Source: an optimization exercise on an open RTL-to-GDS flow (aim: small area and a short achievable clock period). Production flows keep margins and buffers that such runs may drop. In this exercise RTL edits were held to simulation tests only and were not proved equivalent to the original. Power and IR drop assume default switching activity.

==> design.v <==
package fft_stream_pkg;
  localparam int SAMPLE_W = 16;
endpackage
module cplx_mag_sq (
  input  logic [15:0] a,
  input  logic [15:0] b,
  output logic [31:0] row0,
  output logic [31:0] row1
);
  wire pa_0_1 = a[0] & a[1];
  wire pa_0_2 = a[0] & a[2];
  wire pa_0_3 = a[0] & a[3];
  wire pa_0_4 = a[0] & a[4];
  wire pa_0_5 = a[0] & a[5];
  wire pa_0_6 = a[0] & a[6];
  wire pa_0_7 = a[0] & a[7];
  wire pa_0_8 = a[0] & a[8];
  wire pa_0_9 = a[0] & a[9];
  wire pa_0_10 = a[0] & a[10];
  wire pa_0_11 = a[0] & a[11];
  wire pa_0_12 = a[0] & a[12];
  wire pa_0_13 = a[0] & a[13];
  wire pa_0_14 = a[0] & a[14];
  wire pa_1_2 = a[1] & a[2];
  wire pa_1_3 = a[1] & a[3];
  wire pa_1_4 = a[1] & a[4];
  wire pa_1_5 = a[1] & a[5];
  wire pa_1_6 = a[1] & a[6];
  wire pa_1_7 = a[1] & a[7];
  wire pa_1_8 = a[1] & a[8];
  wire pa_1_9 = a[1] & a[9];
  wire pa_1_10 = a[1] & a[10];
  wire pa_1_11 = a[1] & a[11];
  wire pa_1_12 = a[1] & a[12];
  wire pa_1_13 = a[1] & a[13];
  wire pa_1_14 = a[1] & a[14];
  wire pa_2_3 = a[2] & a[3];
  wire pa_2_4 = a[2] & a[4];
  wire pa_2_5 = a[2] & a[5];
  wire pa_2_6 = a[2] & a[6];
  wire pa_2_7 = a[2] & a[7];
  wire pa_2_8 = a[2] & a[8];
  wire pa_2_9 = a[2] & a[9];
  wire pa_2_10 = a[2] & a[10];
  wire pa_2_11 = a[2] & a[11];
  wire pa_2_12 = a[2] & a[12];
  wire pa_2_13 = a[2] & a[13];
  wire pa_2_14 = a[2] & a[14];
  wire pa_3_4 = a[3] & a[4];
  wire pa_3_5 = a[3] & a[5];
  wire pa_3_6 = a[3] & a[6];
  wire pa_3_7 = a[3] & a[7];
  wire pa_3_8 = a[3] & a[8];
  wire pa_3_9 = a[3] & a[9];
  wire pa_3_10 = a[3] & a[10];
  wire pa_3_11 = a[3] & a[11];
  wire pa_3_12 = a[3] & a[12];
  wire pa_3_13 = a[3] & a[13];
  wire pa_3_14 = a[3] & a[14];
  wire pa_4_5 = a[4] & a[5];
  wire pa_4_6 = a[4] & a[6];
  wire pa_4_7 = a[4] & a[7];
  wire pa_4_8 = a[4] & a[8];
  wire pa_4_9 = a[4] & a[9];
  wire pa_4_10 = a[4] & a[10];
  wire pa_4_11 = a[4] & a[11];
  wire pa_4_12 = a[4] & a[12];
  wire pa_4_13 = a[4] & a[13];
  wire pa_4_14 = a[4] & a[14];
  wire pa_5_6 = a[5] & a[6];
  wire pa_5_7 = a[5] & a[7];
  wire pa_5_8 = a[5] & a[8];
  wire pa_5_9 = a[5] & a[9];
  wire pa_5_10 = a[5] & a[10];
  wire pa_5_11 = a[5] & a[11];
  wire pa_5_12 = a[5] & a[12];
  wire pa_5_13 = a[5] & a[13];
  wire pa_5_14 = a[5] & a[14];
  wire pa_6_7 = a[6] & a[7];
  wire pa_6_8 = a[6] & a[8];
  wire pa_6_9 = a[6] & a[9];
  wire pa_6_10 = a[6] & a[10];
  wire pa_6_11 = a[6] & a[11];
  wire pa_6_12 = a[6] & a[12];
  wire pa_6_13 = a[6] & a[13];
  wire pa_6_14 = a[6] & a[14];
  wire pa_7_8 = a[7] & a[8];
  wire pa_7_9 = a[7] & a[9];
  wire pa_7_10 = a[7] & a[10];
  wire pa_7_11 = a[7] & a[11];
  wire pa_7_12 = a[7] & a[12];
  wire pa_7_13 = a[7] & a[13];
  wire pa_7_14 = a[7] & a[14];
  wire pa_8_9 = a[8] & a[9];
  wire pa_8_10 = a[8] & a[10];
  wire pa_8_11 = a[8] & a[11];
  wire pa_8_12 = a[8] & a[12];
  wire pa_8_13 = a[8] & a[13];
  wire pa_8_14 = a[8] & a[14];
  wire pa_9_10 = a[9] & a[10];
  wire pa_9_11 = a[9] & a[11];
  wire pa_9_12 = a[9] & a[12];
  wire pa_9_13 = a[9] & a[13];
  wire pa_9_14 = a[9] & a[14];
  wire pa_10_11 = a[10] & a[11];
  wire pa_10_12 = a[10] & a[12];
  wire pa_10_13 = a[10] & a[13];
  wire pa_10_14 = a[10] & a[14];
  wire pa_11_12 = a[11] & a[12];
  wire pa_11_13 = a[11] & a[13];
  wire pa_11_14 = a[11] & a[14];
  wire pa_12_13 = a[12] & a[13];
  wire pa_12_14 = a[12] & a[14];
  wire pa_13_14 = a[13] & a[14];
  wire pb_0_1 = b[0] & b[1];
  wire pb_0_2 = b[0] & b[2];
  wire pb_0_3 = b[0] & b[3];
  wire pb_0_4 = b[0] & b[4];
  wire pb_0_5 = b[0] & b[5];
  wire pb_0_6 = b[0] & b[6];
  wire pb_0_7 = b[0] & b[7];
  wire pb_0_8 = b[0] & b[8];
  wire pb_0_9 = b[0] & b[9];
  wire pb_0_10 = b[0] & b[10];
  wire pb_0_11 = b[0] & b[11];
  wire pb_0_12 = b[0] & b[12];
  wire pb_0_13 = b[0] & b[13];
  wire pb_0_14 = b[0] & b[14];
  wire pb_1_2 = b[1] & b[2];
  wire pb_1_3 = b[1] & b[3];
  wire pb_1_4 = b[1] & b[4];
  wire pb_1_5 = b[1] & b[5];
  wire pb_1_6 = b[1] & b[6];
  wire pb_1_7 = b[1] & b[7];
  wire pb_1_8 = b[1] & b[8];
  wire pb_1_9 = b[1] & b[9];
  wire pb_1_10 = b[1] & b[10];
  wire pb_1_11 = b[1] & b[11];
  wire pb_1_12 = b[1] & b[12];
  wire pb_1_13 = b[1] & b[13];
  wire pb_1_14 = b[1] & b[14];
  wire pb_2_3 = b[2] & b[3];
  wire pb_2_4 = b[2] & b[4];
  wire pb_2_5 = b[2] & b[5];
  wire pb_2_6 = b[2] & b[6];
  wire pb_2_7 = b[2] & b[7];
  wire pb_2_8 = b[2] & b[8];
  wire pb_2_9 = b[2] & b[9];
  wire pb_2_10 = b[2] & b[10];
  wire pb_2_11 = b[2] & b[11];
  wire pb_2_12 = b[2] & b[12];
  wire pb_2_13 = b[2] & b[13];
  wire pb_2_14 = b[2] & b[14];
  wire pb_3_4 = b[3] & b[4];
  wire pb_3_5 = b[3] & b[5];
  wire pb_3_6 = b[3] & b[6];
  wire pb_3_7 = b[3] & b[7];
  wire pb_3_8 = b[3] & b[8];
  wire pb_3_9 = b[3] & b[9];
  wire pb_3_10 = b[3] & b[10];
  wire pb_3_11 = b[3] & b[11];
  wire pb_3_12 = b[3] & b[12];
  wire pb_3_13 = b[3] & b[13];
  wire pb_3_14 = b[3] & b[14];
  wire pb_4_5 = b[4] & b[5];
  wire pb_4_6 = b[4] & b[6];
  wire pb_4_7 = b[4] & b[7];
  wire pb_4_8 = b[4] & b[8];
  wire pb_4_9 = b[4] & b[9];
  wire pb_4_10 = b[4] & b[10];
  wire pb_4_11 = b[4] & b[11];
  wire pb_4_12 = b[4] & b[12];
  wire pb_4_13 = b[4] & b[13];
  wire pb_4_14 = b[4] & b[14];
  wire pb_5_6 = b[5] & b[6];
  wire pb_5_7 = b[5] & b[7];
  wire pb_5_8 = b[5] & b[8];
  wire pb_5_9 = b[5] & b[9];
  wire pb_5_10 = b[5] & b[10];
  wire pb_5_11 = b[5] & b[11];
  wire pb_5_12 = b[5] & b[12];
  wire pb_5_13 = b[5] & b[13];
  wire pb_5_14 = b[5] & b[14];
  wire pb_6_7 = b[6] & b[7];
  wire pb_6_8 = b[6] & b[8];
  wire pb_6_9 = b[6] & b[9];
  wire pb_6_10 = b[6] & b[10];
  wire pb_6_11 = b[6] & b[11];
  wire pb_6_12 = b[6] & b[12];
  wire pb_6_13 = b[6] & b[13];
  wire pb_6_14 = b[6] & b[14];
  wire pb_7_8 = b[7] & b[8];
  wire pb_7_9 = b[7] & b[9];
  wire pb_7_10 = b[7] & b[10];
  wire pb_7_11 = b[7] & b[11];
  wire pb_7_12 = b[7] & b[12];
  wire pb_7_13 = b[7] & b[13];
  wire pb_7_14 = b[7] & b[14];
  wire pb_8_9 = b[8] & b[9];
  wire pb_8_10 = b[8] & b[10];
  wire pb_8_11 = b[8] & b[11];
  wire pb_8_12 = b[8] & b[12];
  wire pb_8_13 = b[8] & b[13];
  wire pb_8_14 = b[8] & b[14];
  wire pb_9_10 = b[9] & b[10];
  wire pb_9_11 = b[9] & b[11];
  wire pb_9_12 = b[9] & b[12];
  wire pb_9_13 = b[9] & b[13];
  wire pb_9_14 = b[9] & b[14];
  wire pb_10_11 = b[10] & b[11];
  wire pb_10_12 = b[10] & b[12];
  wire pb_10_13 = b[10] & b[13];
  wire pb_10_14 = b[10] & b[14];
  wire pb_11_12 = b[11] & b[12];
  wire pb_11_13 = b[11] & b[13];
  wire pb_11_14 = b[11] & b[14];
  wire pb_12_13 = b[12] & b[13];
  wire pb_12_14 = b[12] & b[14];
  wire pb_13_14 = b[13] & b[14];
  wire hs0 = a[6] ^ b[6];
  wire hc0 = a[6] & b[6];
  wire fs1 = a[7] ^ b[7] ^ pa_0_13;
  wire fc1 = (a[7] & b[7]) | (a[7] & pa_0_13) | (b[7] & pa_0_13);
  wire hs2 = pa_1_12 ^ pa_2_11;
  wire hc2 = pa_1_12 & pa_2_11;
  wire fs3 = pa_0_14 ^ pa_1_13 ^ pa_2_12;
  wire fc3 = (pa_0_14 & pa_1_13) | (pa_0_14 & pa_2_12) | (pa_1_13 & pa_2_12);
  wire hs4 = pa_3_11 ^ pa_4_10;
  wire hc4 = pa_3_11 & pa_4_10;
  wire fs5 = a[8] ^ b[8] ^ pa_1_14;
  wire fc5 = (a[8] & b[8]) | (a[8] & pa_1_14) | (b[8] & pa_1_14);
  wire fs6 = pa_2_13 ^ pa_3_12 ^ pa_4_11;
  wire fc6 = (pa_2_13 & pa_3_12) | (pa_2_13 & pa_4_11) | (pa_3_12 & pa_4_11);
  wire hs7 = pa_5_10 ^ pa_6_9;
  wire hc7 = pa_5_10 & pa_6_9;
  wire fs8 = pa_2_14 ^ pa_3_13 ^ pa_4_12;
  wire fc8 = (pa_2_14 & pa_3_13) | (pa_2_14 & pa_4_12) | (pa_3_13 & pa_4_12);
  wire fs9 = a[9] ^ b[9] ^ pa_3_14;
  wire fc9 = (a[9] & b[9]) | (a[9] & pa_3_14) | (b[9] & pa_3_14);
  wire hs10 = a[4] ^ b[4];
  wire hc10 = a[4] & b[4];
  wire fs11 = a[5] ^ b[5] ^ pa_0_9;
  wire fc11 = (a[5] & b[5]) | (a[5] & pa_0_9) | (b[5] & pa_0_9);
  wire hs12 = pa_1_8 ^ pa_2_7;
  wire hc12 = pa_1_8 & pa_2_7;
  wire fs13 = pa_0_10 ^ pa_1_9 ^ pa_2_8;
  wire fc13 = (pa_0_10 & pa_1_9) | (pa_0_10 & pa_2_8) | (pa_1_9 & pa_2_8);
  wire hs14 = pa_3_7 ^ pa_4_6;
  wire hc14 = pa_3_7 & pa_4_6;
  wire fs15 = pa_0_11 ^ pa_1_10 ^ pa_2_9;
  wire fc15 = (pa_0_11 & pa_1_10) | (pa_0_11 & pa_2_9) | (pa_1_10 & pa_2_9);
  wire fs16 = pa_3_8 ^ pa_4_7 ^ pa_5_6;
  wire fc16 = (pa_3_8 & pa_4_7) | (pa_3_8 & pa_5_6) | (pa_4_7 & pa_5_6);
  wire fs17 = pb_0_11 ^ pb_1_10 ^ pb_2_9;
  wire fc17 = (pb_0_11 & pb_1_10) | (pb_0_11 & pb_2_9) | (pb_1_10 & pb_2_9);
  wire fs18 = pa_0_12 ^ pa_1_11 ^ pa_2_10;
  wire fc18 = (pa_0_12 & pa_1_11) | (pa_0_12 & pa_2_10) | (pa_1_11 & pa_2_10);
  wire fs19 = pa_3_9 ^ pa_4_8 ^ pa_5_7;
  wire fc19 = (pa_3_9 & pa_4_8) | (pa_3_9 & pa_5_7) | (pa_4_8 & pa_5_7);
  wire fs20 = pb_0_12 ^ pb_1_11 ^ pb_2_10;
  wire fc20 = (pb_0_12 & pb_1_11) | (pb_0_12 & pb_2_10) | (pb_1_11 & pb_2_10);
  wire hs21 = pb_3_9 ^ pb_4_8;
  wire hc21 = pb_3_9 & pb_4_8;
  wire fs22 = pa_3_10 ^ pa_4_9 ^ pa_5_8;
  wire fc22 = (pa_3_10 & pa_4_9) | (pa_3_10 & pa_5_8) | (pa_4_9 & pa_5_8);
  wire fs23 = pa_6_7 ^ pb_0_13 ^ pb_1_12;
  wire fc23 = (pa_6_7 & pb_0_13) | (pa_6_7 & pb_1_12) | (pb_0_13 & pb_1_12);
  wire fs24 = pb_2_11 ^ pb_3_10 ^ pb_4_9;
  wire fc24 = (pb_2_11 & pb_3_10) | (pb_2_11 & pb_4_9) | (pb_3_10 & pb_4_9);
  wire fs25 = pb_5_8 ^ pb_6_7 ^ hs2;
  wire fc25 = (pb_5_8 & pb_6_7) | (pb_5_8 & hs2) | (pb_6_7 & hs2);
  wire fs26 = pa_5_9 ^ pa_6_8 ^ pb_0_14;
  wire fc26 = (pa_5_9 & pa_6_8) | (pa_5_9 & pb_0_14) | (pa_6_8 & pb_0_14);
  wire fs27 = pb_1_13 ^ pb_2_12 ^ pb_3_11;
  wire fc27 = (pb_1_13 & pb_2_12) | (pb_1_13 & pb_3_11) | (pb_2_12 & pb_3_11);
  wire fs28 = pb_4_10 ^ pb_5_9 ^ pb_6_8;
  wire fc28 = (pb_4_10 & pb_5_9) | (pb_4_10 & pb_6_8) | (pb_5_9 & pb_6_8);
  wire fs29 = hc2 ^ hs4 ^ fc1;
  wire fc29 = (hc2 & hs4) | (hc2 & fc1) | (hs4 & fc1);
  wire fs30 = pa_7_8 ^ pb_1_14 ^ pb_2_13;
  wire fc30 = (pa_7_8 & pb_1_14) | (pa_7_8 & pb_2_13) | (pb_1_14 & pb_2_13);
  wire fs31 = pb_3_12 ^ pb_4_11 ^ pb_5_10;
  wire fc31 = (pb_3_12 & pb_4_11) | (pb_3_12 & pb_5_10) | (pb_4_11 & pb_5_10);
  wire fs32 = pb_6_9 ^ pb_7_8 ^ hc4;
  wire fc32 = (pb_6_9 & pb_7_8) | (pb_6_9 & hc4) | (pb_7_8 & hc4);
  wire fs33 = hs7 ^ fc3 ^ fs5;
  wire fc33 = (hs7 & fc3) | (hs7 & fs5) | (fc3 & fs5);
  wire fs34 = pa_5_11 ^ pa_6_10 ^ pa_7_9;
  wire fc34 = (pa_5_11 & pa_6_10) | (pa_5_11 & pa_7_9) | (pa_6_10 & pa_7_9);
  wire fs35 = pb_2_14 ^ pb_3_13 ^ pb_4_12;
  wire fc35 = (pb_2_14 & pb_3_13) | (pb_2_14 & pb_4_12) | (pb_3_13 & pb_4_12);
  wire fs36 = pb_5_11 ^ pb_6_10 ^ pb_7_9;
  wire fc36 = (pb_5_11 & pb_6_10) | (pb_5_11 & pb_7_9) | (pb_6_10 & pb_7_9);
  wire fs37 = hc7 ^ fc5 ^ fc6;
  wire fc37 = (hc7 & fc5) | (hc7 & fc6) | (fc5 & fc6);
  wire fs38 = pa_4_13 ^ pa_5_12 ^ pa_6_11;
  wire fc38 = (pa_4_13 & pa_5_12) | (pa_4_13 & pa_6_11) | (pa_5_12 & pa_6_11);
  wire fs39 = pa_7_10 ^ pa_8_9 ^ pb_3_14;
  wire fc39 = (pa_7_10 & pa_8_9) | (pa_7_10 & pb_3_14) | (pa_8_9 & pb_3_14);
  wire fs40 = pb_4_13 ^ pb_5_12 ^ pb_6_11;
  wire fc40 = (pb_4_13 & pb_5_12) | (pb_4_13 & pb_6_11) | (pb_5_12 & pb_6_11);
  wire fs41 = pb_7_10 ^ pb_8_9 ^ fc8;
  wire fc41 = (pb_7_10 & pb_8_9) | (pb_7_10 & fc8) | (pb_8_9 & fc8);
  wire fs42 = pa_4_14 ^ pa_5_13 ^ pa_6_12;
  wire fc42 = (pa_4_14 & pa_5_13) | (pa_4_14 & pa_6_12) | (pa_5_13 & pa_6_12);
  wire fs43 = pa_7_11 ^ pa_8_10 ^ pb_4_14;
  wire fc43 = (pa_7_11 & pa_8_10) | (pa_7_11 & pb_4_14) | (pa_8_10 & pb_4_14);
  wire fs44 = pb_5_13 ^ pb_6_12 ^ pb_7_11;
  wire fc44 = (pb_5_13 & pb_6_12) | (pb_5_13 & pb_7_11) | (pb_6_12 & pb_7_11);
  wire fs45 = a[10] ^ b[10] ^ pa_5_14;
  wire fc45 = (a[10] & b[10]) | (a[10] & pa_5_14) | (b[10] & pa_5_14);
  wire fs46 = pa_6_13 ^ pa_7_12 ^ pa_8_11;
  wire fc46 = (pa_6_13 & pa_7_12) | (pa_6_13 & pa_8_11) | (pa_7_12 & pa_8_11);
  wire fs47 = pa_9_10 ^ pb_5_14 ^ pb_6_13;
  wire fc47 = (pa_9_10 & pb_5_14) | (pa_9_10 & pb_6_13) | (pb_5_14 & pb_6_13);
  wire fs48 = pa_6_14 ^ pa_7_13 ^ pa_8_12;
  wire fc48 = (pa_6_14 & pa_7_13) | (pa_6_14 & pa_8_12) | (pa_7_13 & pa_8_12);
  wire fs49 = a[11] ^ b[11] ^ pa_7_14;
  wire fc49 = (a[11] & b[11]) | (a[11] & pa_7_14) | (b[11] & pa_7_14);
  wire fs50 = a[3] ^ b[3] ^ pa_0_5;
  wire fc50 = (a[3] & b[3]) | (a[3] & pa_0_5) | (b[3] & pa_0_5);
  wire hs51 = pa_0_6 ^ pa_1_5;
  wire hc51 = pa_0_6 & pa_1_5;
  wire fs52 = pa_0_7 ^ pa_1_6 ^ pa_2_5;
  wire fc52 = (pa_0_7 & pa_1_6) | (pa_0_7 & pa_2_5) | (pa_1_6 & pa_2_5);
  wire fs53 = pa_3_4 ^ pb_0_7 ^ pb_1_6;
  wire fc53 = (pa_3_4 & pb_0_7) | (pa_3_4 & pb_1_6) | (pb_0_7 & pb_1_6);
  wire fs54 = pa_0_8 ^ pa_1_7 ^ pa_2_6;
  wire fc54 = (pa_0_8 & pa_1_7) | (pa_0_8 & pa_2_6) | (pa_1_7 & pa_2_6);
  wire fs55 = pa_3_5 ^ pb_0_8 ^ pb_1_7;
  wire fc55 = (pa_3_5 & pb_0_8) | (pa_3_5 & pb_1_7) | (pb_0_8 & pb_1_7);
  wire hs56 = pb_2_6 ^ pb_3_5;
  wire hc56 = pb_2_6 & pb_3_5;
  wire fs57 = pa_3_6 ^ pa_4_5 ^ pb_0_9;
  wire fc57 = (pa_3_6 & pa_4_5) | (pa_3_6 & pb_0_9) | (pa_4_5 & pb_0_9);
  wire fs58 = pb_1_8 ^ pb_2_7 ^ pb_3_6;
  wire fc58 = (pb_1_8 & pb_2_7) | (pb_1_8 & pb_3_6) | (pb_2_7 & pb_3_6);
  wire fs59 = pb_4_5 ^ hs12 ^ fs11;
  wire fc59 = (pb_4_5 & hs12) | (pb_4_5 & fs11) | (hs12 & fs11);
  wire fs60 = pb_0_10 ^ pb_1_9 ^ pb_2_8;
  wire fc60 = (pb_0_10 & pb_1_9) | (pb_0_10 & pb_2_8) | (pb_1_9 & pb_2_8);
  wire fs61 = pb_3_7 ^ pb_4_6 ^ hc12;
  wire fc61 = (pb_3_7 & pb_4_6) | (pb_3_7 & hc12) | (pb_4_6 & hc12);
  wire fs62 = hs14 ^ fc11 ^ fs13;
  wire fc62 = (hs14 & fc11) | (hs14 & fs13) | (fc11 & fs13);
  wire fs63 = pb_3_8 ^ pb_4_7 ^ pb_5_6;
  wire fc63 = (pb_3_8 & pb_4_7) | (pb_3_8 & pb_5_6) | (pb_4_7 & pb_5_6);
  wire fs64 = hs0 ^ hc14 ^ fc13;
  wire fc64 = (hs0 & hc14) | (hs0 & fc13) | (hc14 & fc13);
  wire fs65 = fs15 ^ fs16 ^ fs17;
  wire fc65 = (fs15 & fs16) | (fs15 & fs17) | (fs16 & fs17);
  wire fs66 = pb_5_7 ^ hc0 ^ hs21;
  wire fc66 = (pb_5_7 & hc0) | (pb_5_7 & hs21) | (hc0 & hs21);
  wire fs67 = fc15 ^ fc16 ^ fc17;
  wire fc67 = (fc15 & fc16) | (fc15 & fc17) | (fc16 & fc17);
  wire fs68 = fs18 ^ fs19 ^ fs20;
  wire fc68 = (fs18 & fs19) | (fs18 & fs20) | (fs19 & fs20);
  wire fs69 = hc21 ^ fc18 ^ fc19;
  wire fc69 = (hc21 & fc18) | (hc21 & fc19) | (fc18 & fc19);
  wire fs70 = fc20 ^ fs22 ^ fs23;
  wire fc70 = (fc20 & fs22) | (fc20 & fs23) | (fs22 & fs23);
  wire fs71 = fs24 ^ fs1 ^ fs25;
  wire fc71 = (fs24 & fs1) | (fs24 & fs25) | (fs1 & fs25);
  wire fs72 = fc22 ^ fc23 ^ fc24;
  wire fc72 = (fc22 & fc23) | (fc22 & fc24) | (fc23 & fc24);
  wire fs73 = fs26 ^ fs27 ^ fs28;
  wire fc73 = (fs26 & fs27) | (fs26 & fs28) | (fs27 & fs28);
  wire fs74 = fs3 ^ fc25 ^ fs29;
  wire fc74 = (fs3 & fc25) | (fs3 & fs29) | (fc25 & fs29);
  wire fs75 = fc26 ^ fc27 ^ fc28;
  wire fc75 = (fc26 & fc27) | (fc26 & fc28) | (fc27 & fc28);
  wire fs76 = fs30 ^ fs31 ^ fs6;
  wire fc76 = (fs30 & fs31) | (fs30 & fs6) | (fs31 & fs6);
  wire fs77 = fs32 ^ fc29 ^ fs33;
  wire fc77 = (fs32 & fc29) | (fs32 & fs33) | (fc29 & fs33);
  wire fs78 = fc30 ^ fc31 ^ fs34;
  wire fc78 = (fc30 & fc31) | (fc30 & fs34) | (fc31 & fs34);
  wire fs79 = fs35 ^ fs36 ^ fs8;
  wire fc79 = (fs35 & fs36) | (fs35 & fs8) | (fs36 & fs8);
  wire fs80 = fc32 ^ fs37 ^ fc33;
  wire fc80 = (fc32 & fs37) | (fc32 & fc33) | (fs37 & fc33);
  wire fs81 = fc34 ^ fc35 ^ fc36;
  wire fc81 = (fc34 & fc35) | (fc34 & fc36) | (fc35 & fc36);
  wire fs82 = fs38 ^ fs39 ^ fs40;
  wire fc82 = (fs38 & fs39) | (fs38 & fs40) | (fs39 & fs40);
  wire fs83 = fs9 ^ fc37 ^ fs41;
  wire fc83 = (fs9 & fc37) | (fs9 & fs41) | (fc37 & fs41);
  wire fs84 = pb_8_10 ^ fc9 ^ fc38;
  wire fc84 = (pb_8_10 & fc9) | (pb_8_10 & fc38) | (fc9 & fc38);
  wire fs85 = fc39 ^ fc40 ^ fs42;
  wire fc85 = (fc39 & fc40) | (fc39 & fs42) | (fc40 & fs42);
  wire fs86 = fs43 ^ fs44 ^ fc41;
  wire fc86 = (fs43 & fs44) | (fs43 & fc41) | (fs44 & fc41);
  wire fs87 = pb_7_12 ^ pb_8_11 ^ pb_9_10;
  wire fc87 = (pb_7_12 & pb_8_11) | (pb_7_12 & pb_9_10) | (pb_8_11 & pb_9_10);
  wire fs88 = fc42 ^ fc43 ^ fc44;
  wire fc88 = (fc42 & fc43) | (fc42 & fc44) | (fc43 & fc44);
  wire fs89 = fs45 ^ fs46 ^ fs47;
  wire fc89 = (fs45 & fs46) | (fs45 & fs47) | (fs46 & fs47);
  wire fs90 = pa_9_11 ^ pb_6_14 ^ pb_7_13;
  wire fc90 = (pa_9_11 & pb_6_14) | (pa_9_11 & pb_7_13) | (pb_6_14 & pb_7_13);
  wire fs91 = pb_8_12 ^ pb_9_11 ^ fc45;
  wire fc91 = (pb_8_12 & pb_9_11) | (pb_8_12 & fc45) | (pb_9_11 & fc45);
  wire fs92 = fc46 ^ fc47 ^ fs48;
  wire fc92 = (fc46 & fc47) | (fc46 & fs48) | (fc47 & fs48);
  wire fs93 = pa_8_13 ^ pa_9_12 ^ pa_10_11;
  wire fc93 = (pa_8_13 & pa_9_12) | (pa_8_13 & pa_10_11) | (pa_9_12 & pa_10_11);
  wire fs94 = pb_7_14 ^ pb_8_13 ^ pb_9_12;
  wire fc94 = (pb_7_14 & pb_8_13) | (pb_7_14 & pb_9_12) | (pb_8_13 & pb_9_12);
  wire fs95 = pb_10_11 ^ fc48 ^ fs49;
  wire fc95 = (pb_10_11 & fc48) | (pb_10_11 & fs49) | (fc48 & fs49);
  wire fs96 = pa_8_14 ^ pa_9_13 ^ pa_10_12;
  wire fc96 = (pa_8_14 & pa_9_13) | (pa_8_14 & pa_10_12) | (pa_9_13 & pa_10_12);
  wire fs97 = pb_8_14 ^ pb_9_13 ^ pb_10_12;
  wire fc97 = (pb_8_14 & pb_9_13) | (pb_8_14 & pb_10_12) | (pb_9_13 & pb_10_12);
  wire fs98 = a[12] ^ b[12] ^ pa_9_14;
  wire fc98 = (a[12] & b[12]) | (a[12] & pa_9_14) | (b[12] & pa_9_14);
  wire fs99 = pa_10_13 ^ pa_11_12 ^ pb_9_14;
  wire fc99 = (pa_10_13 & pa_11_12) | (pa_10_13 & pb_9_14) | (pa_11_12 & pb_9_14);
  wire fs100 = a[2] ^ b[2] ^ pa_0_3;
  wire fc100 = (a[2] & b[2]) | (a[2] & pa_0_3) | (b[2] & pa_0_3);
  wire hs101 = pa_0_4 ^ pa_1_3;
  wire hc101 = pa_0_4 & pa_1_3;
  wire fs102 = pa_1_4 ^ pa_2_3 ^ pb_0_5;
  wire fc102 = (pa_1_4 & pa_2_3) | (pa_1_4 & pb_0_5) | (pa_2_3 & pb_0_5);
  wire hs103 = pb_1_4 ^ pb_2_3;
  wire hc103 = pb_1_4 & pb_2_3;
  wire fs104 = pa_2_4 ^ pb_0_6 ^ pb_1_5;
  wire fc104 = (pa_2_4 & pb_0_6) | (pa_2_4 & pb_1_5) | (pb_0_6 & pb_1_5);
  wire fs105 = pb_2_4 ^ hs51 ^ fc50;
  wire fc105 = (pb_2_4 & hs51) | (pb_2_4 & fc50) | (hs51 & fc50);
  wire fs106 = pb_2_5 ^ pb_3_4 ^ hs10;
  wire fc106 = (pb_2_5 & pb_3_4) | (pb_2_5 & hs10) | (pb_3_4 & hs10);
  wire fs107 = hc51 ^ fs52 ^ fs53;
  wire fc107 = (hc51 & fs52) | (hc51 & fs53) | (fs52 & fs53);
  wire fs108 = hc10 ^ hs56 ^ fc52;
  wire fc108 = (hc10 & hs56) | (hc10 & fc52) | (hs56 & fc52);
  wire fs109 = fc53 ^ fs54 ^ fs55;
  wire fc109 = (fc53 & fs54) | (fc53 & fs55) | (fs54 & fs55);
  wire fs110 = hc56 ^ fc54 ^ fc55;
  wire fc110 = (hc56 & fc54) | (hc56 & fc55) | (fc54 & fc55);
  wire fs111 = fs57 ^ fs58 ^ fs59;
  wire fc111 = (fs57 & fs58) | (fs57 & fs59) | (fs58 & fs59);
  wire fs112 = fc57 ^ fc58 ^ fs60;
  wire fc112 = (fc57 & fc58) | (fc57 & fs60) | (fc58 & fs60);
  wire fs113 = fs61 ^ fc59 ^ fs62;
  wire fc113 = (fs61 & fc59) | (fs61 & fs62) | (fc59 & fs62);
  wire fs114 = fc60 ^ fs63 ^ fc61;
  wire fc114 = (fc60 & fs63) | (fc60 & fc61) | (fs63 & fc61);
  wire fs115 = fs64 ^ fc62 ^ fs65;
  wire fc115 = (fs64 & fc62) | (fs64 & fs65) | (fc62 & fs65);
  wire fs116 = fc63 ^ fs66 ^ fc64;
  wire fc116 = (fc63 & fs66) | (fc63 & fc64) | (fs66 & fc64);
  wire fs117 = fs67 ^ fc65 ^ fs68;
  wire fc117 = (fs67 & fc65) | (fs67 & fs68) | (fc65 & fs68);
  wire fs118 = fc66 ^ fc67 ^ fs69;
  wire fc118 = (fc66 & fc67) | (fc66 & fs69) | (fc67 & fs69);
  wire fs119 = fc68 ^ fs70 ^ fs71;
  wire fc119 = (fc68 & fs70) | (fc68 & fs71) | (fs70 & fs71);
  wire fs120 = fc69 ^ fs72 ^ fc70;
  wire fc120 = (fc69 & fs72) | (fc69 & fc70) | (fs72 & fc70);
  wire fs121 = fs73 ^ fc71 ^ fs74;
  wire fc121 = (fs73 & fc71) | (fs73 & fs74) | (fc71 & fs74);
  wire fs122 = fc72 ^ fs75 ^ fc73;
  wire fc122 = (fc72 & fs75) | (fc72 & fc73) | (fs75 & fc73);
  wire fs123 = fs76 ^ fc74 ^ fs77;
  wire fc123 = (fs76 & fc74) | (fs76 & fs77) | (fc74 & fs77);
  wire fs124 = fc75 ^ fc76 ^ fs78;
  wire fc124 = (fc75 & fc76) | (fc75 & fs78) | (fc76 & fs78);
  wire fs125 = fs79 ^ fc77 ^ fs80;
  wire fc125 = (fs79 & fc77) | (fs79 & fs80) | (fc77 & fs80);
  wire fs126 = fs81 ^ fc78 ^ fc79;
  wire fc126 = (fs81 & fc78) | (fs81 & fc79) | (fc78 & fc79);
  wire fs127 = fs82 ^ fc80 ^ fs83;
  wire fc127 = (fs82 & fc80) | (fs82 & fs83) | (fc80 & fs83);
  wire fs128 = fc81 ^ fs84 ^ fc82;
  wire fc128 = (fc81 & fs84) | (fc81 & fc82) | (fs84 & fc82);
  wire fs129 = fs85 ^ fs86 ^ fc83;
  wire fc129 = (fs85 & fs86) | (fs85 & fc83) | (fs86 & fc83);
  wire fs130 = fs87 ^ fc84 ^ fs88;
  wire fc130 = (fs87 & fc84) | (fs87 & fs88) | (fc84 & fs88);
  wire fs131 = fc85 ^ fs89 ^ fc86;
  wire fc131 = (fc85 & fs89) | (fc85 & fc86) | (fs89 & fc86);
  wire fs132 = fc87 ^ fs90 ^ fc88;
  wire fc132 = (fc87 & fs90) | (fc87 & fc88) | (fs90 & fc88);
  wire fs133 = fs91 ^ fc89 ^ fs92;
  wire fc133 = (fs91 & fc89) | (fs91 & fs92) | (fc89 & fs92);
  wire fs134 = fc90 ^ fs93 ^ fs94;
  wire fc134 = (fc90 & fs93) | (fc90 & fs94) | (fs93 & fs94);
  wire fs135 = fc91 ^ fc92 ^ fs95;
  wire fc135 = (fc91 & fc92) | (fc91 & fs95) | (fc92 & fs95);
  wire fs136 = fc49 ^ fc93 ^ fc94;
  wire fc136 = (fc49 & fc93) | (fc49 & fc94) | (fc93 & fc94);
  wire fs137 = fs96 ^ fs97 ^ fc95;
  wire fc137 = (fs96 & fs97) | (fs96 & fc95) | (fs97 & fc95);
  wire fs138 = pb_10_13 ^ pb_11_12 ^ fc96;
  wire fc138 = (pb_10_13 & pb_11_12) | (pb_10_13 & fc96) | (pb_11_12 & fc96);
  wire fs139 = fc97 ^ fs98 ^ fs99;
  wire fc139 = (fc97 & fs98) | (fc97 & fs99) | (fs98 & fs99);
  wire fs140 = pa_10_14 ^ pa_11_13 ^ pb_10_14;
  wire fc140 = (pa_10_14 & pa_11_13) | (pa_10_14 & pb_10_14) | (pa_11_13 & pb_10_14);
  wire fs141 = pb_11_13 ^ fc98 ^ fc99;
  wire fc141 = (pb_11_13 & fc98) | (pb_11_13 & fc99) | (fc98 & fc99);
  wire fs142 = a[13] ^ b[13] ^ pa_11_14;
  wire fc142 = (a[13] & b[13]) | (a[13] & pa_11_14) | (b[13] & pa_11_14);
  wire fs143 = pa_12_13 ^ pb_11_14 ^ pb_12_13;
  wire fc143 = (pa_12_13 & pb_11_14) | (pa_12_13 & pb_12_13) | (pb_11_14 & pb_12_13);
  wire hs144 = a[1] ^ b[1];
  wire hc144 = a[1] & b[1];
  wire hs145 = pa_1_2 ^ pb_0_3;
  wire hc145 = pa_1_2 & pb_0_3;
  wire fs146 = pb_0_4 ^ pb_1_3 ^ hs101;
  wire fc146 = (pb_0_4 & pb_1_3) | (pb_0_4 & hs101) | (pb_1_3 & hs101);
  wire fs147 = hc101 ^ hs103 ^ fs102;
  wire fc147 = (hc101 & hs103) | (hc101 & fs102) | (hs103 & fs102);
  wire fs148 = hc103 ^ fc102 ^ fs104;
  wire fc148 = (hc103 & fc102) | (hc103 & fs104) | (fc102 & fs104);
  wire fs149 = fc104 ^ fs106 ^ fc105;
  wire fc149 = (fc104 & fs106) | (fc104 & fc105) | (fs106 & fc105);
  wire fs150 = fc106 ^ fs108 ^ fc107;
  wire fc150 = (fc106 & fs108) | (fc106 & fc107) | (fs108 & fc107);
  wire fs151 = fc108 ^ fs110 ^ fc109;
  wire fc151 = (fc108 & fs110) | (fc108 & fc109) | (fs110 & fc109);
  wire fs152 = fc110 ^ fs112 ^ fc111;
  wire fc152 = (fc110 & fs112) | (fc110 & fc111) | (fs112 & fc111);
  wire fs153 = fc112 ^ fs114 ^ fc113;
  wire fc153 = (fc112 & fs114) | (fc112 & fc113) | (fs114 & fc113);
  wire fs154 = fc114 ^ fs116 ^ fc115;
  wire fc154 = (fc114 & fs116) | (fc114 & fc115) | (fs116 & fc115);
  wire fs155 = fc116 ^ fc117 ^ fs118;
  wire fc155 = (fc116 & fc117) | (fc116 & fs118) | (fc117 & fs118);
  wire fs156 = fc118 ^ fs120 ^ fc119;
  wire fc156 = (fc118 & fs120) | (fc118 & fc119) | (fs120 & fc119);
  wire fs157 = fc120 ^ fs122 ^ fc121;
  wire fc157 = (fc120 & fs122) | (fc120 & fc121) | (fs122 & fc121);
  wire fs158 = fc122 ^ fs124 ^ fs125;
  wire fc158 = (fc122 & fs124) | (fc122 & fs125) | (fs124 & fs125);
  wire fs159 = fc124 ^ fs126 ^ fc125;
  wire fc159 = (fc124 & fs126) | (fc124 & fc125) | (fs126 & fc125);
  wire fs160 = fc126 ^ fs128 ^ fs129;
  wire fc160 = (fc126 & fs128) | (fc126 & fs129) | (fs128 & fs129);
  wire fs161 = fc128 ^ fs130 ^ fs131;
  wire fc161 = (fc128 & fs130) | (fc128 & fs131) | (fs130 & fs131);
  wire fs162 = fs132 ^ fc130 ^ fs133;
  wire fc162 = (fs132 & fc130) | (fs132 & fs133) | (fc130 & fs133);
  wire fs163 = fs134 ^ fc132 ^ fc133;
  wire fc163 = (fs134 & fc132) | (fs134 & fc133) | (fc132 & fc133);
  wire fs164 = fs136 ^ fc134 ^ fc135;
  wire fc164 = (fs136 & fc134) | (fs136 & fc135) | (fc134 & fc135);
  wire fs165 = fc136 ^ fs138 ^ fs139;
  wire fc165 = (fc136 & fs138) | (fc136 & fs139) | (fs138 & fs139);
  wire fs166 = fs140 ^ fc138 ^ fs141;
  wire fc166 = (fs140 & fc138) | (fs140 & fs141) | (fc138 & fs141);
  wire fs167 = fc140 ^ fs142 ^ fs143;
  wire fc167 = (fc140 & fs142) | (fc140 & fs143) | (fs142 & fs143);
  wire fs168 = pa_12_14 ^ pb_12_14 ^ fc142;
  wire fc168 = (pa_12_14 & pb_12_14) | (pa_12_14 & fc142) | (pb_12_14 & fc142);
  wire fs169 = a[14] ^ b[14] ^ pa_13_14;
  wire fc169 = (a[14] & b[14]) | (a[14] & pa_13_14) | (b[14] & pa_13_14);
  wire hs170 = pa_0_1 ^ pb_0_1;
  wire hc170 = pa_0_1 & pb_0_1;
  wire fs171 = pa_0_2 ^ pb_0_2 ^ hc144;
  wire fc171 = (pa_0_2 & pb_0_2) | (pa_0_2 & hc144) | (pb_0_2 & hc144);
  wire fs172 = pb_1_2 ^ hs145 ^ fs100;
  wire fc172 = (pb_1_2 & hs145) | (pb_1_2 & fs100) | (hs145 & fs100);
  wire fs173 = hc145 ^ fc100 ^ fs146;
  wire fc173 = (hc145 & fc100) | (hc145 & fs146) | (fc100 & fs146);
  wire fs174 = fs50 ^ fc146 ^ fs147;
  wire fc174 = (fs50 & fc146) | (fs50 & fs147) | (fc146 & fs147);
  wire fs175 = fs105 ^ fc147 ^ fs148;
  wire fc175 = (fs105 & fc147) | (fs105 & fs148) | (fc147 & fs148);
  wire fs176 = fc148 ^ fs107 ^ fs149;
  wire fc176 = (fc148 & fs107) | (fc148 & fs149) | (fs107 & fs149);
  wire fs177 = fs109 ^ fc149 ^ fs150;
  wire fc177 = (fs109 & fc149) | (fs109 & fs150) | (fc149 & fs150);
  wire fs178 = fc150 ^ fs151 ^ fs111;
  wire fc178 = (fc150 & fs151) | (fc150 & fs111) | (fs151 & fs111);
  wire fs179 = fc151 ^ fs113 ^ fs152;
  wire fc179 = (fc151 & fs113) | (fc151 & fs152) | (fs113 & fs152);
  wire fs180 = fs115 ^ fc152 ^ fs153;
  wire fc180 = (fs115 & fc152) | (fs115 & fs153) | (fc152 & fs153);
  wire fs181 = fs117 ^ fc153 ^ fs154;
  wire fc181 = (fs117 & fc153) | (fs117 & fs154) | (fc153 & fs154);
  wire fs182 = fs119 ^ fc154 ^ fs155;
  wire fc182 = (fs119 & fc154) | (fs119 & fs155) | (fc154 & fs155);
  wire fs183 = fc155 ^ fs121 ^ fs156;
  wire fc183 = (fc155 & fs121) | (fc155 & fs156) | (fs121 & fs156);
  wire fs184 = fs123 ^ fc156 ^ fs157;
  wire fc184 = (fs123 & fc156) | (fs123 & fs157) | (fc156 & fs157);
  wire fs185 = fc123 ^ fc157 ^ fs158;
  wire fc185 = (fc123 & fc157) | (fc123 & fs158) | (fc157 & fs158);
  wire fs186 = fs127 ^ fc158 ^ fs159;
  wire fc186 = (fs127 & fc158) | (fs127 & fs159) | (fc158 & fs159);
  wire fs187 = fc127 ^ fc159 ^ fs160;
  wire fc187 = (fc127 & fc159) | (fc127 & fs160) | (fc159 & fs160);
  wire fs188 = fc129 ^ fs161 ^ fc160;
  wire fc188 = (fc129 & fs161) | (fc129 & fc160) | (fs161 & fc160);
  wire fs189 = fc131 ^ fs162 ^ fc161;
  wire fc189 = (fc131 & fs162) | (fc131 & fc161) | (fs162 & fc161);
  wire fs190 = fs135 ^ fs163 ^ fc162;
  wire fc190 = (fs135 & fs163) | (fs135 & fc162) | (fs163 & fc162);
  wire fs191 = fs137 ^ fc163 ^ fs164;
  wire fc191 = (fs137 & fc163) | (fs137 & fs164) | (fc163 & fs164);
  wire fs192 = fc137 ^ fs165 ^ fc164;
  wire fc192 = (fc137 & fs165) | (fc137 & fc164) | (fs165 & fc164);
  wire fs193 = fc139 ^ fc165 ^ fs166;
  wire fc193 = (fc139 & fc165) | (fc139 & fs166) | (fc165 & fs166);
  wire fs194 = fc141 ^ fs167 ^ fc166;
  wire fc194 = (fc141 & fs167) | (fc141 & fc166) | (fs167 & fc166);
  wire fs195 = fc143 ^ fs168 ^ fc167;
  wire fc195 = (fc143 & fs168) | (fc143 & fc167) | (fs168 & fc167);
  wire fs196 = pb_13_14 ^ fs169 ^ fc168;
  wire fc196 = (pb_13_14 & fs169) | (pb_13_14 & fc168) | (fs169 & fc168);
  assign row0 = {1'b0, a[15], fc169, fs196, fs195, fs194, fs193, fs192, fs191, fs190, fs189, fs188, fs187, fs186, fs185, fs184, fs183, fs182, fs181, fs180, fs179, fs178, fs177, fs176, fs175, fs174, fs173, fs172, fs171, hs170, 1'b0, a[0]};
  assign row1 = {1'b0, b[15], fc196, fc195, fc194, fc193, fc192, fc191, fc190, fc189, fc188, fc187, fc186, fc185, fc184, fc183, fc182, fc181, fc180, fc179, fc178, fc177, fc176, fc175, fc174, fc173, fc172, fc171, hc170, hs144, 1'b0, b[0]};
endmodule
module fft_mag_sq_frame
#(
  parameter  int FFT_LEN = 64,
  localparam int IDX_W   = $clog2(FFT_LEN)
) (
  input  logic             aclk,
  input  logic             areset,
  input  logic [31:0]      slave_tdata,
  input  logic             slave_tvalid,
  output logic             slave_tready,
  output logic [31:0]      master_tdata,
  output logic             master_tvalid,
  input  logic             master_tready,
  output logic             master_tlast,
  output logic [IDX_W-1:0] peak_bin,
  output logic [31:0]      peak_mag,
  output logic             peak_valid
);
  localparam logic [IDX_W-1:0] LAST_IDX = IDX_W'(FFT_LEN - 1);
  logic             en_s, hs_s, first_s, last_s, upd_s;
  logic [15:0]      re_s, im_s, re_abs_s, im_abs_s;
  logic [31:0]      row0_s, row1_s, mag_s;
  logic             s1_valid_r, s2_valid_r;
  logic [15:0]      s1_re_r, s1_im_r;
  logic [31:0]      s2_row0_r, s2_row1_r;
  logic [IDX_W-1:0] bin_cnt_r;
  logic [31:0]      run_max_r, peak_mag_r;
  logic [IDX_W-1:0] run_bin_r, peak_bin_r;
  logic             peak_valid_r;
  assign en_s         = master_tready;
  assign slave_tready = master_tready;
  assign re_s     = slave_tdata[15:0];
  assign im_s     = slave_tdata[31:16];
  assign re_abs_s = re_s[15] ? (~re_s + 16'd1) : re_s;
  assign im_abs_s = im_s[15] ? (~im_s + 16'd1) : im_s;
  always_ff @(posedge aclk) begin
    if (areset) begin
      s1_valid_r <= 1'b0;
      s2_valid_r <= 1'b0;
    end else if (en_s) begin
      s1_valid_r <= slave_tvalid;
      s2_valid_r <= s1_valid_r;
    end
  end
  always_ff @(posedge aclk) begin
    if (en_s) begin
      s1_re_r   <= re_abs_s;
      s1_im_r   <= im_abs_s;
      s2_row0_r <= row0_s;
      s2_row1_r <= row1_s;
    end
  end
  cplx_mag_sq u_mag (
    .a   (s1_re_r),
    .b   (s1_im_r),
    .row0(row0_s),
    .row1(row1_s)
  );
  assign mag_s = s2_row0_r + s2_row1_r;
  assign hs_s    = s2_valid_r && master_tready;
  assign first_s = (bin_cnt_r == {IDX_W{1'b0}});
  assign last_s  = (bin_cnt_r == LAST_IDX);
  always_ff @(posedge aclk) begin
    if (areset) begin
      bin_cnt_r <= {IDX_W{1'b0}};
    end else if (hs_s) begin
      bin_cnt_r <= bin_cnt_r + IDX_W'(1);
    end
  end
  assign upd_s = first_s || (mag_s > run_max_r);
  always_ff @(posedge aclk) begin
    if (hs_s && upd_s) begin
      run_max_r <= mag_s;
      run_bin_r <= bin_cnt_r;
    end
    if (hs_s && last_s) begin
      peak_mag_r <= upd_s ? mag_s : run_max_r;
      peak_bin_r <= upd_s ? bin_cnt_r : run_bin_r;
    end
  end
  always_ff @(posedge aclk) begin
    if (areset) begin
      peak_valid_r <= 1'b0;
    end else begin
      peak_valid_r <= hs_s && last_s;
    end
  end
  assign master_tvalid = s2_valid_r;
  assign master_tdata  = mag_s;
  assign master_tlast  = last_s;
  assign peak_bin      = peak_bin_r;
  assign peak_mag      = peak_mag_r;
  assign peak_valid    = peak_valid_r;
endmodule
==> run.sh <==
#!/bin/bash
# synth_recipe.tcl (not shown) runs the flow's synth.tcl, then flattens the netlist and writes it again
# the make line also repeats each setting of config.mk as NAME=value (left out here)
make -C /OpenROAD-flow-scripts/flow DESIGN_CONFIG=/design/flow/config.mk WORK_HOME=/design/flow/orfs CLKGATE_MAP_FILE= SYNTH_SCRIPT=/design/flow/synth_recipe.tcl finish
==> config.mk <==
export PLATFORM = sky130hd
export DESIGN_NAME = fft_mag_sq_frame
export DESIGN_NICKNAME = fft_mag_sq_frame
export VERILOG_FILES = /design/flow/design.v
export SDC_FILE = /design/flow/constraint.sdc
export NUM_CORES = 4
export LEC_CHECK = 0
export CAP_MARGIN = 20
export CORE_MARGIN = 2
export CORE_UTILIZATION = 40
export SLEW_MARGIN = 20
==> constraint.sdc <==
create_clock -name core_clock -period 7.0 [get_ports {aclk}]
set_input_delay 1.4000 -clock core_clock [delete_from_list [all_inputs] [get_ports {aclk}]]
set_output_delay 1.4000 -clock core_clock [all_outputs]
set_load 0.01 [all_outputs]
==> results by group <==
Run status
  • Status: complete, no violations

Timing
  • Final Max Slew Viols: 0
  • Slew headroom: 0.390
  • Final setup violating endpoints: 0
  • Unrepaired setup endpoints after global routing: no
  • Final Cycle Share: 0.795
  • Worst setup margin: around 1.4 ns
  • Fin. Hold Viols: 0
  • Worst-Margin Slew: between 0.8 and 0.9 ns
  • Fmax: 0.180 GHz
  • Final setup TNS: 0 ns
  • Clk_skew: 0.0123 ns
  • Fin crit period: roughly 5.6 ns

Setup path
  • Reg2Reg Depth: 16
  • Worst-path maximum fanout: 25
  • Crit path launch: s2_row0_r[3]
  • CP top delay family: simple AND/OR/NAND/NOR gates
  • RR Endpoint: run_max_r[6]
  • Crit path largest cell delay: around 0.80 ns
  • Crit. End Element: flop
  • Critical path buffers and inverters: 1
  • Worst Setup Start Kind: flop
  • CP Class: reg -> reg
  • Data arrival, critical path: approximately 5.7 ns
  • Critical Path Stages: 16
  • RR Startpoint: s2_row0_r[3]
  • Worst Path Required: around 7.1 ns
  • R2r setup slk: 1.43 ns
  • CP max stage cell: a2111oi_0
  • Crit path cell chain: ha_1 > a211oi_1 > o21ai_0 > a2111oi_0 > nor3_1 > nor2_1 > o21ai_0 > xor2_1 > ha_1 > nand4_1 > nor4_1 > nor2b_1 > a21o_1 > a21o_2 > and2_1 > buf_4

Synth
  • Distinct cells, synth: between 60 and 70
  • Synth top area share: 0.343
  • Mapped Nets: approximately 1600
  • Post-Synthesis Cells: about 1300
  • Asr flop ratio synth: 0
  • Synth top area cells: edfxtp_1 34%, fa_1 25%, ha_1 7.0%
  • Mapped Area: approximately 15000 sq um
  • Post-synth EDFFs: ~170
  • Register area share after synthesis: 0.355
  • Yosys reg bits: approximately 180
  • Synth area leader: edfxtp_1
  • Avg Cell Area, Syn: 10.9 sq um
  • Top_reg_cell synth: edfxtp_1
  • Synth warn: 1

Clocking
  • Inserted Clock Buffers: 17
  • CTS tree: built
  • Clock Tree Root: clkbuf_16
  • Cts repair resizes: 0
  • CTS clk-pin slew, worst paths: around 0.080 ns
  • H-Tree Depth: 4
  • Clock latency (worst-skew pair): 0.45 ns
  • Cts hold-fix bufs: 0
  • CTS Buffer Depth: 2
  • Post-CTS setup buffer count: 0
  • Clock sinks: approximately 180

Hold path
  • Hold endpoint: s2_row1_r[30]
  • Worst hold start: s1_im_r[15]
  • WHS Path Cells: 0
  • Hold crit path type: reg -> reg

Detailed routing
  • DRC viols: 0
  • First-pass iteration count of the detailed router: 5
  • Final wirelength: 32700 um
  • Drt wl/cell: approximately 17 um
  • DRT iter0 DRCs: 483
  • DR vias/cell: approximately 5.0
  • Vias after detailed routing: ~9500
  • Antenna Nets Post-Route: 0

Cells and area
  • Layout cells sized above 1: 0.0444
  • Final #Nets: roughly 1700
  • P&R area growth vs syn: 14.2%
  • Highest-count cells in the layout ignoring fill and taps: 258 x inv_1, 182 x fa_1, 168 x edfxtp_1
  • ANT cells: 0
  • Commonest non-fill, non-tap cell in the layout: inv_1

GRT
  • Vias in the first global route: 9998
  • Initial antenna violation count: 0
  • Largest net degree at the start of global routing: 61
  • Tot GR Track Use: 0.179
  • First-pass GRT wire length: 53200 um
  • Grt total ovfl: 0

Die
  • I/O pin cnt: between 100 and 150
  • # rows: 70
  • Die Footprint: around 38000 sq um
  • Die width: roughly 200 um
  • Die H: 196 um
  • Initial Utilization: 0.404
  • Core ar.: approximately 36000 sq um

Flow run
  • Max-Cap Viols: 0

Pwr
  • Pwr/cell area: between 400 and 500 nW/um^2
  • LEAKAGE: just over 7 nW
  • Tot Pwr: around 0.0078 W
  • VDD IR max: 221 uV

Placed design
  • HPWL after DPL: about 24000 um
  • Post-place setup slack: between 1 and 1.5 ns
  • IO Port Bufs: 109
  • Placer Congestion: ~0.84
[per-layer routing]
layer	part of all wire	vias to the layer above	GRT usage
met5	0	-	0
met1	0.47	4720	0.247
met3	0.045	35	0.0263
li1	-	4518	-
met4	0.016	0	0.0542
met2	0.47	240	0.294
[worst max-delay path by stage]
stage / end / slack (ns)
after floorplan: run_bin_r[0] / 1.65
after global placement: run_max_r[11] / 1.54
after detailed placement: run_max_r[11] / 1.48
after CTS: run_max_r[6] / 1.42
after global routing: run_max_r[6] / 0.88
final: run_max_r[6] / 1.43
[per-stage QoR]
stage          cell area, sq um  utilization  hold slack (ns)  std cells
6_report                  16800        0.461            0.430       1909
5_1_grt                   16800        0.461            0.457       1909
4_1_cts                   16800        0.461            0.433       1909
3_5_place_dp              16200        0.446            0.418       1877
3_3_place_gp              16200        0.446            0.408       1877
2_1_floorplan             14700            -            0.400       1345
[registers in the layout, indices dropped and copies added (netlist names)]
signal and flops:
peak_valid_r 1, s2_valid_r 1, peak_mag_r 32, s2_row0_r 30
s2_row1_r 30, s1_re_r 16, peak_bin_r 6, s1_im_r 16
run_max_r 32, s1_valid_r 1, bin_cnt_r 6, run_bin_r 6
[power breakdown]
group	total [W]	leakage (nW)	switching (W)	internal (W)
Combinational	0.00498	5.30	0.00278	0.00220
Clock	0.000940	0.277	0.000466	0.000474
Sequential	0.00188	1.66	0.000157	0.00172
Total	0.00780	7.23	0.00340	0.00440
[area by class of cell]
type	instances	area (sq um)
Timing Repair Buffer	113	1120
Sequential cell	177	5230
Tap cell	468	586
Clock buffer	18	429
Fill cell	3409	19600
Multi-Input combinational cell	861	8350
Inverter	258	968
Clock inverter	14	139
[cells by family (layout without fill, tap and decap cells)]
kind of cell,after synthesis,in the layout,synth area share
fa+ha+maj,264,264,0.317
compound gates,158,158,0.0703
simple gates,362,362,0.130
mux,21,21,0.0161
flops,177,177,0.355
xor+xnor,56,56,0.0333
buf+inv,307,403,0.0786
[synthesized netlist by cell type, types with 12 or more instances]
cell type	n
fa_1	182
nor2_1	34
inv_1	258
o21ai_0	45
a21o_1	24
nand3_1	12
and2_1	154
ha_1	82
a21oi_1	34
nand2_1	105
mux2_2	16
edfxtp_1	168
nand4_1	13
xnor2_1	45
clkbuf_1	44

## re-timing with driven ports
The results above use ideal ports. As a check the final layout listed here was re-extracted and re-timed, cells and wires unchanged.
Step 1 (the two cells are an assumption about what drives the block):
set clk [get_ports {aclk}]
set_driving_cell -lib_cell sky130_fd_sc_hd__clkbuf_16 $clk
set_driving_cell -lib_cell sky130_fd_sc_hd__buf_2 [delete_from_list [all_inputs] $clk]
Step 2, shift: input delay + t, output delay - t, t = (earliest + latest rising clock arrival at the registers) / 2. This alone moves slack from input paths to output paths.
Three values: ideal, step 1, step 2; two values: the first two.
t (ns): 0.496
setup WS [ns]: 1.434 / 1.434 / 1.434
worst slew at a driven data input, ns: 0.04
pins driven straight from the clock port: 1
After both steps this run still meets setup and hold. For this run, drivers alone change the setup slack by 0.000 ns; drivers and shift together by 0.000 ns.
